From an optimization exercise on the open Yosys and OpenROAD flow, aimed at small area, a short achievable clock period and few clock cycles; shortcuts taken in it are not production practice.
Where RTL was checked, it was by simulation tests only, not by an equivalence proof against the original.
Power figures rest on the tool's default switching activity, not on a simulated workload.

## lc4_core
module lc4_core (
  input  wire        gwe,
  input  wire        i_rst_n,
  input  wire [15:0] i_imem_data,
  output wire [15:0] o_imem_addr,
  output wire        o_retire_valid,
  output wire [15:0] o_retire_pc,
  output wire [15:0] o_retire_insn,
  output wire        o_retire_regfile_we,
  output wire [2:0]  o_retire_wsel,
  output wire [15:0] o_retire_result,
  output wire        o_retire_nzp_we,
  output wire [2:0]  o_retire_nzp
);
Size: roughly 1400 cells after synthesis, roughly 260 flip-flops.
==> flow/config.mk <==
export PLATFORM = sky130hd
export DESIGN_NAME = lc4_core
export DESIGN_NICKNAME = lc4_core
export VERILOG_FILES = /design/flow/design.v
export SDC_FILE = /design/flow/constraint.sdc
export NUM_CORES = 4
export LEC_CHECK = 0
export CAP_MARGIN = 20
export CORE_MARGIN = 2
export CORE_UTILIZATION = 55
export CTS_BUF_LIST = sky130_fd_sc_hd__clkbuf_8 sky130_fd_sc_hd__clkbuf_16
export CTS_CLUSTER_DIAMETER = 80
export CTS_CLUSTER_SIZE = 24
export SETUP_SLACK_MARGIN = 2.0
export SLEW_MARGIN = 20
export TNS_END_PERCENT = 5
==> flow/constraint.sdc <==
create_clock -name core_clock -period 4.6 [get_ports {gwe}]
set_input_delay 0.9200 -clock core_clock [delete_from_list [all_inputs] [get_ports {gwe}]]
set_output_delay 0.9200 -clock core_clock [all_outputs]
set_load 0.01 [all_outputs]
standard.sh (not shown) runs the stock make flow with config.mk's settings and CLKGATE_MAP_FILE= SYNTH_SCRIPT=/design/flow/synth_recipe.tcl, a recipe that flattens the netlist after the stock synthesis.
==> flow/flow/run.sh <==
#!/bin/bash
# The standard layout, with buf_2 as the cell that buffers each input and output
# port (the default picks a delay cell). Everything else is the standard.sh.
set -euo pipefail
export BUFFER_PORTS_ARGS="-buffer_cell sky130_fd_sc_hd__buf_2"
bash standard.sh > standard.log 2>&1
The first run completed with no timing, DRC or antenna violations.
Rerun with:
--- a/flow/config.mk
+++ b/flow/config.mk
@@ -14,3 +14,3 @@
 export SETUP_SLACK_MARGIN = 2.0
 export SLEW_MARGIN = 20
-export TNS_END_PERCENT = 5
+export TNS_END_PERCENT = 0
Result:
- die area stays the same
- first-iteration DRC count falls by a little under a tenth
- non-clock buffer count decreases by 14
- clock power is lower by a little under a tenth
- setup slack gets worse by 0.037 ns
- clock-buffer cell count is lower by 3
No run of this note included a check of the RTL's function; only the layout flow was run.

---

lc4_core, a different RTL version from the one above (not shown whole).
Size in the first run: ~1400 cells after synthesis, about 270 flip-flops, about 91 I/O pins, roughly 0.014 mm² of cells after synthesis.
Settings: LEC_CHECK=0, CAP_MARGIN=20, CORE_MARGIN=2, CORE_UTILIZATION=40, SETUP_SLACK_MARGIN=2.5, SLEW_MARGIN=20; clock period 4.6 ns.
run.sh (not shown) runs the stock make flow with config.mk's settings and CLKGATE_MAP_FILE= SYNTH_SCRIPT=/design/flow/synth_recipe.tcl, a recipe that flattens the netlist after the stock synthesis.
Stock flow here: none of the scripts above is used.
Testbench counts at the start, summed over its fixed seeds: cycles 24,008.
Edit:
Settings changed: SETUP_SLACK_MARGIN 2.5 to 2.0.
Wire length drops by 5.8%.
Die area is unchanged.
Setup slack improves by 19 ps.
Edit:
Settings changed: CTS_BUF_LIST from default to sky130_fd_sc_hd__clkbuf_4 sky130_fd_sc_hd__clkbuf_8.
The new run finished with timing, DRC and antenna clean; cell count rose by 1.3%; combinational power hardly moves; worst setup slack is worse by 4.2 ps.
Edit:
Settings changed: CTS_BUF_LIST sky130_fd_sc_hd__clkbuf_4 sky130_fd_sc_hd__clkbuf_8 to default, SETUP_SLACK_MARGIN 2.0 to 1.5.
Cell area is lower by a few percent.
Count of clock-buffer cells in the layout went down by 20.
First-iteration DRC count barely changes.
Die area does not change.

---

## run 1
lc4_core, a different RTL version from the one above (not shown whole).
Size in the first run: about 1,400 cells after synthesis, roughly 260 flip-flops, ~91 I/O pins, roughly 0.014 sq mm of cells after synthesis.
export LEC_CHECK = 0
export CAP_MARGIN = 20
export CORE_MARGIN = 2
export CORE_UTILIZATION = 40
export CTS_BUF_LIST = sky130_fd_sc_hd__clkbuf_8 sky130_fd_sc_hd__clkbuf_16
export CTS_CLUSTER_DIAMETER = 100
export CTS_CLUSTER_SIZE = 30
export SETUP_SLACK_MARGIN = 2.0
export SLEW_MARGIN = 20
export TNS_END_PERCENT = 5
create_clock -name core_clock -period 4.6 [get_ports {gwe}]
standard.sh (not shown) runs the stock make flow with config.mk's settings and CLKGATE_MAP_FILE= SYNTH_SCRIPT=/design/flow/synth_recipe.tcl, a recipe that flattens the netlist after the stock synthesis.
Scripts as last shown in full above: flow/flow/run.sh
Run 1: full flow OK, the timing, design-rule and antenna checks passed
Testbench counts of run 1, summed over its fixed seeds: cycles 24,008.
--- input diff run 1..run 2 ---
- TNS_END_PERCENT changed from 5 to 0
- CORE_UTILIZATION changed from 40 to 65
- CTS_CLUSTER_SIZE changed from 30 to 24
- CTS_CLUSTER_DIAMETER changed from 100 to 80
[summary]
- Run 2: flow completed, timing, DRC and antenna clean
- Run 2 vs run 1: met2 capacity usage during global routing up in run 2
- Run 2 vs run 1: final total power down
- Synthesis-to-finish area growth ends up lower on run 2.
- Taking run 1 as the reference, in run 2 total of cells resized after clock tree synthesis moved down, slew at the pin with the worst max-slew slack moved down, core utilization moved up.
- Run 2 vs run 1, origin of the worst setup path: x_a[3] vs x_b[4]
diff inputs: run 2 => run 3
- swapping 2.0 for 2.3 in SETUP_SLACK_MARGIN
- swapping 65 for 55 in CORE_UTILIZATION
### Flow results
[diff] total power, run 3 relative to run 2: regression
Relative to run 2, the final cell area reported for run 3 is higher.
Of run 3 and run 2, run 2 shows the higher period utilization, with run 3 below it.
Relative to run 2, the post-placement cell area of run 3 is higher by about 0.8%.
What run 4 does differently from run 3 at the input level:
- swapping 2.3 for 2.0 in SETUP_SLACK_MARGIN
- swapping 0 for 5 in TNS_END_PERCENT
- swapping sky130_fd_sc_hd__clkbuf_8 sky130_fd_sc_hd__clkbuf_16 for sky130_fd_sc_hd__clkbuf_4 sky130_fd_sc_hd__clkbuf_8 in CTS_BUF_LIST
- swapping 55 for 40 in CORE_UTILIZATION
- clearing CTS_CLUSTER_SIZE, which used to be 24
- clearing CTS_CLUSTER_DIAMETER, which used to be 80
Notes after the runs:
[compare] base=run 3 new=run 4: final RePlAce weighted congestion decreased by 2.8% relative to the old numbers; signed area change from the synthesized netlist to the final layout +7.6 points; fraction of power consumed by combinational cells fell 1.6 points.
Run 3 → run 4: met2 usage now sits lower, required time reported for the critical path endpoint fell by 1350 ps.
Run 4 vs run 3, area of the multi-input gates went up by 140 sq um.
[diff] via count of the routed design, run 4 relative to run 3: regression
In the tables for run 4 and run 3, power in combinational cells reads lower with run 3.
The lower sequential share of layout area of run 4 and run 3 is in run 4.

---

== rev 12 ==
RTL: one of the versions met above, not the one the previous note started from.
For scale: roughly 1,400 cells after synthesis, about 260 flip-flops, ~91 I/O pins, roughly 14,000 um2 of cells after synthesis.
Settings: LEC_CHECK=0, CAP_MARGIN=20, CORE_MARGIN=2, CORE_UTILIZATION=55, CTS_BUF_LIST=sky130_fd_sc_hd__clkbuf_8 sky130_fd_sc_hd__clkbuf_16, CTS_CLUSTER_DIAMETER=80, CTS_CLUSTER_SIZE=24, SETUP_SLACK_MARGIN=2.0, SLEW_MARGIN=20, TNS_END_PERCENT=0; clock period 4.6 ns.
==> flow/flow/run.sh <==
#!/bin/bash
# The standard layout, with two changes:
#  - buf_2 is the cell that buffers each input and output port (the default
#    picks a delay cell);
#  - synthesis leaves adders to ABC (no extract_fa / full-adder cell mapping),
#    so carry chains can be restructured for speed. Registers are unchanged.
# Everything else is the standard.sh.
set -euo pipefail
export BUFFER_PORTS_ARGS="-buffer_cell sky130_fd_sc_hd__buf_2"
export ADDER_MAP_FILE=
bash standard.sh > standard.log 2>&1
For rev 13, these inputs were changed with respect to rev 12:
- a change of TNS_END_PERCENT from 0 to 5
- a change of CORE_UTILIZATION from 55 to 65
==> flow/flow/run.sh <==
#!/bin/bash
# The standard layout, with buf_2 as the cell that buffers each input and output
# port (the default picks a delay cell). Everything else is the standard.sh.
set -euo pipefail
export BUFFER_PORTS_ARGS="-buffer_cell sky130_fd_sc_hd__buf_2"
bash standard.sh > standard.log 2>&1
Notes after the runs:
- Rev 13 went all the way through the flow, and no timing, DRC or antenna check failed.
- Global-route usage for rev 13: 5.5 points up relative to rev 12
- Changes observed in rev 13 relative to rev 12: overall routed net length has increased; final net count moved up; logic gate share of total power up 3.7 points; number of antenna violations at the first check in global routing shows an increase of 1; placer's final routability congestion estimate grew by about 5%.
Function was not checked in any run of this note: the RTL went through the layout flow alone.

---

RTL: one of the versions met above, not the one the previous note started from.
For scale: ~260 flip-flops, about 91 I/O pins, about 0.014 mm^2 of cells after synthesis.
Settings: LEC_CHECK=0, CAP_MARGIN=20, CORE_MARGIN=2, CORE_UTILIZATION=55, CTS_BUF_LIST=sky130_fd_sc_hd__clkbuf_8 sky130_fd_sc_hd__clkbuf_16, CTS_CLUSTER_DIAMETER=100, CTS_CLUSTER_SIZE=30, SETUP_SLACK_MARGIN=2.0, SLEW_MARGIN=20, TNS_END_PERCENT=5; clock period 4.6 ns.
==> flow/flow/run.sh <==
#!/bin/bash
# The standard layout, with two changes:
#  - buf_2 is the cell that buffers each input and output port (the default
#    picks a delay cell);
#  - synthesis leaves adders to ABC (no extract_fa / full-adder cell mapping),
#    so carry chains can be restructured for speed. Registers are unchanged.
# Everything else is the standard.sh.
set -euo pipefail
export BUFFER_PORTS_ARGS="-buffer_cell sky130_fd_sc_hd__buf_2"
export ADDER_MAP_FILE=
bash standard.sh > standard.log 2>&1
Testbench counts at the start, summed over its fixed seeds: cycles 24,008.
Edit:
==> flow/flow/run.sh (replaced) <==
#!/bin/bash
# The standard layout, with buf_2 as the cell that buffers each input and output
# port (the default picks a delay cell). Everything else is the standard.sh.
set -euo pipefail
export BUFFER_PORTS_ARGS="-buffer_cell sky130_fd_sc_hd__buf_2"
bash standard.sh > standard.log 2>&1
--- a/flow/config.mk
+++ b/flow/config.mk
@@ -12,2 +12,3 @@
-export CTS_CLUSTER_DIAMETER = 100
-export CTS_CLUSTER_SIZE = 30
+export CTS_CLUSTER_DIAMETER = 80
+export CTS_CLUSTER_SIZE = 24
+export GPL_TIMING_DRIVEN = 0
@@ -16 +17 @@
-export TNS_END_PERCENT = 5
+export TNS_END_PERCENT = 0
Result: The changed run went through all stages and came out clean; power went up by 9.6%; count of clock-buffer cells in the layout grows by 4; hold slack stays flat; final area increases by 6.0%; synthesized area stays flat.
Edit:
--- a/flow/config.mk
+++ b/flow/config.mk
@@ -10,5 +10,2 @@
-export CORE_UTILIZATION = 55
-export CTS_BUF_LIST = sky130_fd_sc_hd__clkbuf_8 sky130_fd_sc_hd__clkbuf_16
-export CTS_CLUSTER_DIAMETER = 80
-export CTS_CLUSTER_SIZE = 24
-export GPL_TIMING_DRIVEN = 0
+export CORE_UTILIZATION = 40
+export CTS_BUF_LIST = sky130_fd_sc_hd__clkbuf_4 sky130_fd_sc_hd__clkbuf_8
@@ -17 +13,0 @@
-export TNS_END_PERCENT = 0
- maximum frequency is higher by 2.9%
- flip-flop and latch count is unchanged
- worst hold slack is worse by 0.0091 ns
- via count is lower by 3.5%
- non-clock buffer count is lower by 35
- setup slack is better by 0.078 ns
- sequential power is about the same

---

Starting RTL as in the previous note.
clock: 4.6 ns
lec_check: 0
cap_margin: 20
core_margin: 2
core_utilization: 55
cts_buf_list: sky130_fd_sc_hd__clkbuf_8 sky130_fd_sc_hd__clkbuf_16
cts_cluster_diameter: 80
cts_cluster_size: 24
setup_slack_margin: 1.8
slew_margin: 20
tns_end_percent: 0
==> flow/flow/run.sh <==
#!/bin/bash
# The standard layout, with buf_2 as the cell that buffers each input and output
# port (the default picks a delay cell). Everything else is the standard.sh.
set -euo pipefail
export BUFFER_PORTS_ARGS="-buffer_cell sky130_fd_sc_hd__buf_2"
bash standard.sh > standard.log 2>&1
Testbench counts at the start, summed over its fixed seeds: cycles 24,008.
Rerun with:
SETUP_SLACK_MARGIN = 2.0   (was 1.8)
What happened: The changed run produced a clean layout; setup slack is better by 0.058 ns; sequential power goes up by about 2%; total power increases by 0.40%; sequential share of layout area fell by 0.24 points; count of clock-buffer cells in the layout climbs by 1.
Rerun with:
==> flow/flow/run.sh (replaced) <==
#!/bin/bash
# The standard layout, with two changes:
#  - buf_2 is the cell that buffers each input and output port (the default
#    picks a delay cell);
#  - synthesis leaves adders to ABC (no extract_fa / full-adder cell mapping),
#    so carry chains can be restructured for speed. Registers are unchanged.
# Everything else is the standard.sh.
set -euo pipefail
export BUFFER_PORTS_ARGS="-buffer_cell sky130_fd_sc_hd__buf_2"
export ADDER_MAP_FILE=
bash standard.sh > standard.log 2>&1
After rerunning:
- power goes down slightly
- die area is about the same
- wire length shrinks by a few percent
- setup slack is worse by 0.15 ns
- register-to-register slack got worse by 0.20 ns
- count of clock-buffer cells in the layout stays the same
- design area is about the same
- synthesized area stays flat
- utilization went up by 0.15 points
- first-iteration DRC count fell by about a fifth
- critical path depth rose by 2
Rerun with:
==> flow/flow/run.sh (replaced) <==
#!/bin/bash
# The standard layout, with buf_2 as the cell that buffers each input and output
# port (the default picks a delay cell). Everything else is the standard.sh.
set -euo pipefail
export BUFFER_PORTS_ARGS="-buffer_cell sky130_fd_sc_hd__buf_2"
bash standard.sh > standard.log 2>&1
CTS_BUF_LIST = sky130_fd_sc_hd__clkbuf_4 sky130_fd_sc_hd__clkbuf_8   (was sky130_fd_sc_hd__clkbuf_8 sky130_fd_sc_hd__clkbuf_16)
CTS_CLUSTER_DIAMETER = default   (was 80)
CTS_CLUSTER_SIZE = default   (was 24)
TNS_END_PERCENT = 5   (was 0)
After rerunning: Wire length grows by 7.9%. Critical path depth shrinks by 2. Global-route usage grows by 2.0 points. Count of clock-buffer cells in the layout grows by 48. Clock power grows by 45%. Via count grows by 2.6%. Non-clock buffer count shrinks by 7. Total power grows by 12%. Synthesized cell count grows by 1.3%. Clock skew is about the same.

---

job 3331:
Another version of the RTL of lc4_core (not shown whole).
For scale: about 1,300 cells after synthesis, about 0.014 mm² of cells after synthesis.
clock: 4.6 ns
lec_check: 0
cap_margin: 20
core_margin: 2
core_utilization: 55
cts_buf_list: sky130_fd_sc_hd__clkbuf_8 sky130_fd_sc_hd__clkbuf_16
cts_cluster_diameter: 80
cts_cluster_size: 24
setup_slack_margin: 2.0
slew_margin: 20
tns_end_percent: 0
==> flow/flow/run.sh <==
#!/bin/bash
# The standard layout, with buf_2 as the cell that buffers each input and output
# port (the default picks a delay cell). Everything else is the standard.sh.
set -euo pipefail
export BUFFER_PORTS_ARGS="-buffer_cell sky130_fd_sc_hd__buf_2"
bash standard.sh > standard.log 2>&1
Testbench counts of job 3331, summed over its fixed seeds: cycles 24,008.
What job 878 does differently from job 3331 at the input level:
Settings: a change of SETUP_SLACK_MARGIN from 2.0 to 2.2; a change of CTS_CLUSTER_SIZE from 24 to 28; a change of CORE_UTILIZATION from 55 to 40; a change of CTS_CLUSTER_DIAMETER from 80 to 90.
### Flow results
From job 3331 to job 878 the numbers moved as follows: arrival time reported for the critical path endpoint now smaller, average wire length per cell after detail routing now smaller, cell count now larger, switching part of the total power now larger, final cycle utilization of the critical path now smaller. Looking at most common cell after layout, fill and taps aside, the sky130_fd_sc_hd__edfxtp_1 result is from job 878; the sky130_fd_sc_hd__dfxtp_1 one comes from job 3331. Job 878 against job 3331; half-perimeter wire length after placement is up slightly.
--- input diff job 878..job 3414 ---
Settings: swapping 2.2 for 2.0 in SETUP_SLACK_MARGIN.
### Flow results
- Job 3414 reached the end of the flow, and the finished layout is clean on the timing, design-rule and antenna checks.
- Going from job 878 to job 3414, shortest clock period the worst path allows after layout increased 0.011 ns, global-route usage essentially unchanged.
- Delta (job 3414 minus job 878): worst slew margin relative to its limit has decreased; count of filler cells inserted in the layout shows an increase of about 1.3%.
- Going from job 878 to job 3414, combinational cell fraction of total power shrinks by 0.3 points.
- On adder and majority gate portion of the synthesized area, job 878 and job 3414 are basically level.

static timing again, ports no longer ideal:
The flow's constraints put no driver on any port. The routed layouts listed below were extracted and timed again, unchanged, in two steps.
Step 1 (the two cells are an assumption about what drives the block):
set clk [get_ports {gwe}]
set_driving_cell -lib_cell sky130_fd_sc_hd__clkbuf_16 $clk
set_driving_cell -lib_cell sky130_fd_sc_hd__buf_2 [delete_from_list [all_inputs] $clk]
Step 2, shift: input delay + t, output delay - t, t = (earliest + latest rising clock arrival at the registers) / 2. This alone moves slack from input paths to output paths.
Three values: no drivers, after step 1, after step 2; two values: the first two.
run | t, ns | setup WS [ns] | worst hold slack (ns) | latest minus earliest clock arrival (ns) | slew at the worst register clock pin (ns)
the first run of note 1 | 0.550 | 1.860 / 1.821 / 1.406 | 0.341 / 0.341 / 0.341 | 0.035 / 0.035 | 0.10 / 0.10
the second run of note 1 | 0.543 | 1.822 / 1.822 / 1.334 | 0.333 / 0.333 / 0.333 | 0.040 / 0.039 | 0.10 / 0.10
the first run of note 2 | 0.617 | 1.886 / 1.836 / 1.445 | 0.328 / 0.328 / 0.328 | 0.027 / 0.027 | 0.06 / 0.06
the second run of note 2 | 0.617 | 1.906 / 1.853 / 1.350 | 0.326 / 0.326 / 0.326 | 0.021 / 0.021 | 0.06 / 0.06
the third run of note 2 | 0.615 | 1.901 / 1.851 / 1.399 | 0.324 / 0.324 / 0.324 | 0.054 / 0.054 | 0.07 / 0.07
the fourth run of note 2 | 0.595 | 1.519 / 1.469 / 1.028 | 0.323 / 0.323 / 0.323 | 0.021 / 0.020 | 0.06 / 0.06
run 1 | 0.538 | 1.915 / 1.878 / 1.444 | 0.340 / 0.340 / 0.340 | 0.025 / 0.025 | 0.12 / 0.12
run 2 | 0.535 | 1.832 / 1.810 / 1.331 | 0.334 / 0.334 / 0.334 | 0.043 / 0.044 | 0.10 / 0.10
run 3 | 0.554 | 1.936 / 1.914 / 1.412 | 0.334 / 0.334 / 0.334 | 0.034 / 0.034 | 0.10 / 0.10
run 4 | 0.617 | 1.898 / 1.847 / 1.401 | 0.327 / 0.327 / 0.327 | 0.030 / 0.030 | 0.07 / 0.07
rev 12 | 0.551 | 1.767 / 1.767 / 1.317 | 0.337 / 0.337 / 0.337 | 0.031 / 0.031 | 0.11 / 0.11
rev 13 | 0.552 | 1.853 / 1.814 / 1.365 | 0.329 / 0.329 / 0.329 | 0.032 / 0.032 | 0.10 / 0.10
the first run of note 5 | 0.532 | 1.712 / 1.703 / 1.172 | 0.336 / 0.336 / 0.336 | 0.019 / 0.019 | 0.11 / 0.11
the second run of note 5 | 0.554 | 1.826 / 1.774 / 1.305 | 0.335 / 0.335 / 0.335 | 0.040 / 0.041 | 0.10 / 0.10
the third run of note 5 | 0.616 | 1.905 / 1.853 / 1.456 | 0.326 / 0.326 / 0.326 | 0.041 / 0.040 | 0.07 / 0.07
the first run of note 6 | 0.540 | 1.802 / 1.752 / 1.324 | 0.334 / 0.334 / 0.334 | 0.022 / 0.022 | 0.10 / 0.10
the second run of note 6 | 0.553 | 1.860 / 1.807 / 1.399 | 0.333 / 0.333 / 0.333 | 0.034 / 0.034 | 0.10 / 0.10
the third run of note 6 | 0.551 | 1.711 / 1.659 / 1.205 | 0.331 / 0.331 / 0.331 | 0.023 / 0.023 | 0.10 / 0.10
the fourth run of note 6 | 0.591 | 1.847 / 1.801 / 1.407 | 0.325 / 0.325 / 0.325 | 0.024 / 0.024 | 0.07 / 0.07
job 3331 | 0.536 | 1.878 / 1.857 / 1.404 | 0.334 / 0.334 / 0.334 | 0.021 / 0.021 | 0.10 / 0.10
job 878 | 0.543 | 1.939 / 1.887 / 1.515 | 0.338 / 0.338 / 0.338 | 0.030 / 0.030 | 0.11 / 0.11
job 3414 | 0.542 | 1.928 / 1.875 / 1.505 | 0.338 / 0.338 / 0.338 | 0.028 / 0.029 | 0.11 / 0.11
After both steps setup and hold are still met in every run listed. The setup slack of the second run of note 2, which loses most, moves by -0.053 ns with the drivers and by -0.556 ns with both steps.
